Background: an optimization exercise with open tools, aiming at small area and a short achievable clock period. Do not read the settings as production practice.
The RTL was checked by simulation tests, not by an equivalence proof against the original design.
Power is estimated from default activity; no workload was simulated.

==> inputs of v19 <==
// cpu6_mmu
module cpu6_mmu
(
    input  logic        clock,
    input  logic        reset,
    input  logic [55:0] micro_in,
    input  logic [7:0]  data_in,
    output logic [18:0] address,
    output logic        write_en,
    output logic [7:0]  data_out
);
clock: 8.0 ns
lec_check: 0
cap_margin: 20
core_margin: 2
core_utilization: 50
setup_slack_margin: 4.2
slew_margin: 20
tns_end_percent: 5
standard.sh (not shown) runs the stock make flow with config.mk's settings and CLKGATE_MAP_FILE= SYNTH_SCRIPT=/design/flow/synth_recipe.tcl, a recipe that flattens the netlist after the stock synthesis.
==> flow/flow/run.sh <==
#!/bin/bash
# Standard layout, with slow stacked-OR/NOR cells (4-input OR/NOR, 3-input OR/NOR and the
# wide AOI/OAI cells) added to the platform's don't-use list, so that synthesis builds the
# wide register-file and page-table read trees from faster cells. Flip-flop mapping is
# unaffected (no sequential cell is excluded). Each step's output is logged in this folder.
set -euo pipefail
PLATFORM_DONT_USE="sky130_fd_sc_hd__probe_p_8 sky130_fd_sc_hd__probec_p_8 sky130_fd_sc_hd__lpflow_bleeder_1 sky130_fd_sc_hd__lpflow_clkbufkapwr_1 sky130_fd_sc_hd__lpflow_clkbufkapwr_16 sky130_fd_sc_hd__lpflow_clkbufkapwr_2 sky130_fd_sc_hd__lpflow_clkbufkapwr_4 sky130_fd_sc_hd__lpflow_clkbufkapwr_8 sky130_fd_sc_hd__lpflow_clkinvkapwr_1 sky130_fd_sc_hd__lpflow_clkinvkapwr_16 sky130_fd_sc_hd__lpflow_clkinvkapwr_2 sky130_fd_sc_hd__lpflow_clkinvkapwr_4 sky130_fd_sc_hd__lpflow_clkinvkapwr_8 sky130_fd_sc_hd__lpflow_decapkapwr_12 sky130_fd_sc_hd__lpflow_decapkapwr_3 sky130_fd_sc_hd__lpflow_decapkapwr_4 sky130_fd_sc_hd__lpflow_decapkapwr_6 sky130_fd_sc_hd__lpflow_decapkapwr_8 sky130_fd_sc_hd__lpflow_inputiso0n_1 sky130_fd_sc_hd__lpflow_inputiso0p_1 sky130_fd_sc_hd__lpflow_inputiso1n_1 sky130_fd_sc_hd__lpflow_inputiso1p_1 sky130_fd_sc_hd__lpflow_inputisolatch_1 sky130_fd_sc_hd__lpflow_isobufsrc_1 sky130_fd_sc_hd__lpflow_isobufsrc_16 sky130_fd_sc_hd__lpflow_isobufsrc_2 sky130_fd_sc_hd__lpflow_isobufsrc_4 sky130_fd_sc_hd__lpflow_isobufsrc_8 sky130_fd_sc_hd__lpflow_isobufsrckapwr_16 sky130_fd_sc_hd__lpflow_lsbuf_lh_hl_isowell_tap_1 sky130_fd_sc_hd__lpflow_lsbuf_lh_hl_isowell_tap_2 sky130_fd_sc_hd__lpflow_lsbuf_lh_hl_isowell_tap_4 sky130_fd_sc_hd__lpflow_lsbuf_lh_isowell_4 sky130_fd_sc_hd__lpflow_lsbuf_lh_isowell_tap_1 sky130_fd_sc_hd__lpflow_lsbuf_lh_isowell_tap_2 sky130_fd_sc_hd__lpflow_lsbuf_lh_isowell_tap_4 sky130_fd_sc_hd__fill_1 sky130_fd_sc_hd__fill_2 sky130_fd_sc_hd__fill_4 sky130_fd_sc_hd__fill_8 "
SLOW_CELLS="sky130_fd_sc_hd__or4_1 sky130_fd_sc_hd__or4_2 sky130_fd_sc_hd__or4_4 sky130_fd_sc_hd__nor4_1 sky130_fd_sc_hd__nor4_2 sky130_fd_sc_hd__nor4_4 sky130_fd_sc_hd__or4b_1 sky130_fd_sc_hd__or4b_2 sky130_fd_sc_hd__or4b_4 sky130_fd_sc_hd__or4bb_1 sky130_fd_sc_hd__or4bb_2 sky130_fd_sc_hd__or4bb_4 sky130_fd_sc_hd__nor4b_1 sky130_fd_sc_hd__nor4b_2 sky130_fd_sc_hd__nor4b_4 sky130_fd_sc_hd__nor4bb_1 sky130_fd_sc_hd__nor4bb_2 sky130_fd_sc_hd__nor4bb_4 sky130_fd_sc_hd__a2111o_1 sky130_fd_sc_hd__a2111o_2 sky130_fd_sc_hd__a2111o_4 sky130_fd_sc_hd__a2111oi_0 sky130_fd_sc_hd__a2111oi_1 sky130_fd_sc_hd__a2111oi_2 sky130_fd_sc_hd__a2111oi_4 sky130_fd_sc_hd__o2111a_1 sky130_fd_sc_hd__o2111a_2 sky130_fd_sc_hd__o2111a_4 sky130_fd_sc_hd__o2111ai_1 sky130_fd_sc_hd__o2111ai_2 sky130_fd_sc_hd__o2111ai_4 sky130_fd_sc_hd__or3_1 sky130_fd_sc_hd__or3_2 sky130_fd_sc_hd__or3_4 sky130_fd_sc_hd__nor3_1 sky130_fd_sc_hd__nor3_2 sky130_fd_sc_hd__nor3_4 sky130_fd_sc_hd__o311a_1 sky130_fd_sc_hd__o311ai_0 sky130_fd_sc_hd__o41a_1 sky130_fd_sc_hd__o41ai_1 sky130_fd_sc_hd__a41o_1 sky130_fd_sc_hd__a41oi_1"
bash standard.sh DONT_USE_CELLS="$PLATFORM_DONT_USE $SLOW_CELLS" finish > layout.log 2>&1
==> v29: changes against v19 <==
--- a/flow/design.v
+++ b/flow/design.v
@@ -152,27 +152,32 @@
         war_next = war_inc ? war + 16'd1 : war;
         if (war_hi) war_next[15:8] = mar_cp ? mar[15:8] : result_q;
         if (war_lo) war_next[7:0]  = mar_cp ? mar[7:0]  : result_q;
         if (mar_inc)     mar_next = mar + 16'd1;
         else if (mar_cp) mar_next = war;
         else             mar_next = mar;
     end
-    always_ff @(posedge clock or posedge reset) begin
-        if (reset) begin
-            war <= '0;
-            mar <= '0;
-        end else begin
-            war <= war_next;
-            mar <= mar_next;
+    logic        mar_lo_ones;
+    logic [31:0] mh_oh;
+    always_ff @(posedge clock or posedge reset) begin
+        if (reset) begin
+            war         <= '0;
+            mar         <= '0;
+            mar_lo_ones <= 1'b0;
+            mh_oh       <= 32'd1;
+        end else begin
+            war         <= war_next;
+            mar         <= mar_next;
+            mar_lo_ones <= &mar_next[10:0];
+            mh_oh       <= 32'd1 << mar_next[15:11];
         end
     end
     logic [7:0]   pt_d [0:255];
     logic [255:0] pt_v;
     wire  [4:0]   mh = mar[15:11];
-    wire  [31:0]  mh_oh = 32'd1 << mh;
     always_ff @(posedge clock) begin
         for (int m = 0; m < 32; m++) begin
             for (int k = 0; k < 8; k++) begin
                 if (pt_we && mh_oh[m] && pb_oh[k]) pt_d[m*8+k] <= result_q;
             end
         end
     end
@@ -183,15 +188,15 @@
             for (int m = 0; m < 32; m++) begin
                 for (int k = 0; k < 8; k++) begin
                     if (pt_we && mh_oh[m] && pb_oh[k]) pt_v[m*8+k] <= 1'b1;
                 end
             end
         end
     end
-    wire        mh_carry = mar_inc && (&mar[10:0]);
+    wire        mh_carry = mar_inc && mar_lo_ones;
     wire        mh_copy  = mar_cp && !mar_inc;
     wire [31:0] war_oh   = 32'd1 << war[15:11];
     wire [31:0] mhn_oh   = mh_carry ? {mh_oh[30:0], mh_oh[31]} :
                            mh_copy  ? war_oh : mh_oh;
     wire        mh_same  = !mh_carry && !(mh_copy && war[15:11] != mh);
     logic [7:0] frame_next [0:7];
     logic [7:0] frame_sel, frame_q;
==> flow/run.sh (new file) <==
#!/bin/bash
# synth_recipe.tcl (not shown) runs the flow's synth.tcl, then flattens the netlist and writes it again
# the make line also repeats each setting of config.mk as NAME=value (left out here)
make -C /OpenROAD-flow-scripts/flow DESIGN_CONFIG=/design/flow/config.mk WORK_HOME=/design/flow/orfs CLKGATE_MAP_FILE= SYNTH_SCRIPT=/design/flow/synth_recipe.tcl finish
==> flow/config.mk (replaced) <==
export PLATFORM = sky130hd
export DESIGN_NAME = cpu6_mmu
export DESIGN_NICKNAME = cpu6_mmu
export VERILOG_FILES = /design/flow/design.v
export SDC_FILE = /design/flow/constraint.sdc
export NUM_CORES = 4
export LEC_CHECK = 0
export CAP_MARGIN = 20
export CORE_MARGIN = 2
export CORE_UTILIZATION = 55
export CTS_CLUSTER_DIAMETER = 100
export CTS_CLUSTER_SIZE = 25
export SETUP_SLACK_MARGIN = 4.5
export SLEW_MARGIN = 20
export TNS_END_PERCENT = 5
removed: flow/flow/run.sh
removed: flow/standard.sh
==> summary of the runs <==
Critical path depth: v29 is lower than v19 (4).
Total power: v19 is higher than v29 (about 16%).
Of v19 and v29, v19 has the higher global-route usage (gap 0.56 points).
Clock power: v19 is higher than v29 (about 70%).
Setup slack: v29 is worse than v19 (18 ps).
Of v19 and v29, v19 has the higher count of clock-buffer cells in the layout (gap 246).
==> figures <==
metric	v19	v29
Result of the run	complete, no violations	complete, no violations
Number of global-route vias before repair	105000	96800
Wirelength per Cell	41.1 um	40.2 um
Nets	10700	10000
Slew headroom	18.8%	10.1%
Pre-CTS WS	2070 ps	2600 ps
Initial antenna violation count	69	56
PostCTS Resize Cnt	509	314
Met3 demand-to-capacity share in global routing	12.4%	6.20%
Clock Power	21.1 mW	12.2 mW
Global-route usage over all layers	36.1%	35.6%
Dpl cell area	177000 sq um	175000 sq um
Slowest Stage Delay on Critical Path	560 ps	1130 ps

[afterwards: timing with drivers on the ports]
The results above use ideal ports. As a check the final layouts listed here were re-extracted and re-timed, cells and wires unchanged. Step 1 assumes that a clkbuf_16 drives the clock port and a buf_2 every other input. Step 2 moves the port delays by t, midway between the first and last clock arrival at a register: inputs arrive t later, outputs are due t later. That takes back most of the time a late clock gives input paths. Slacks: no drivers / after step 1 / after step 2; pairs: no drivers / after step 1.
run	shift t [ns]	slack for setup (ns)	worst setup path at the end	worst slew at a driven data input, ns
v19	1.077	3.838 / 3.838 / 3.838	register to register	0.24
v29	1.071	3.820 / 3.820 / 3.820	register to register	0.15
After both steps setup and hold are still met in every run listed.
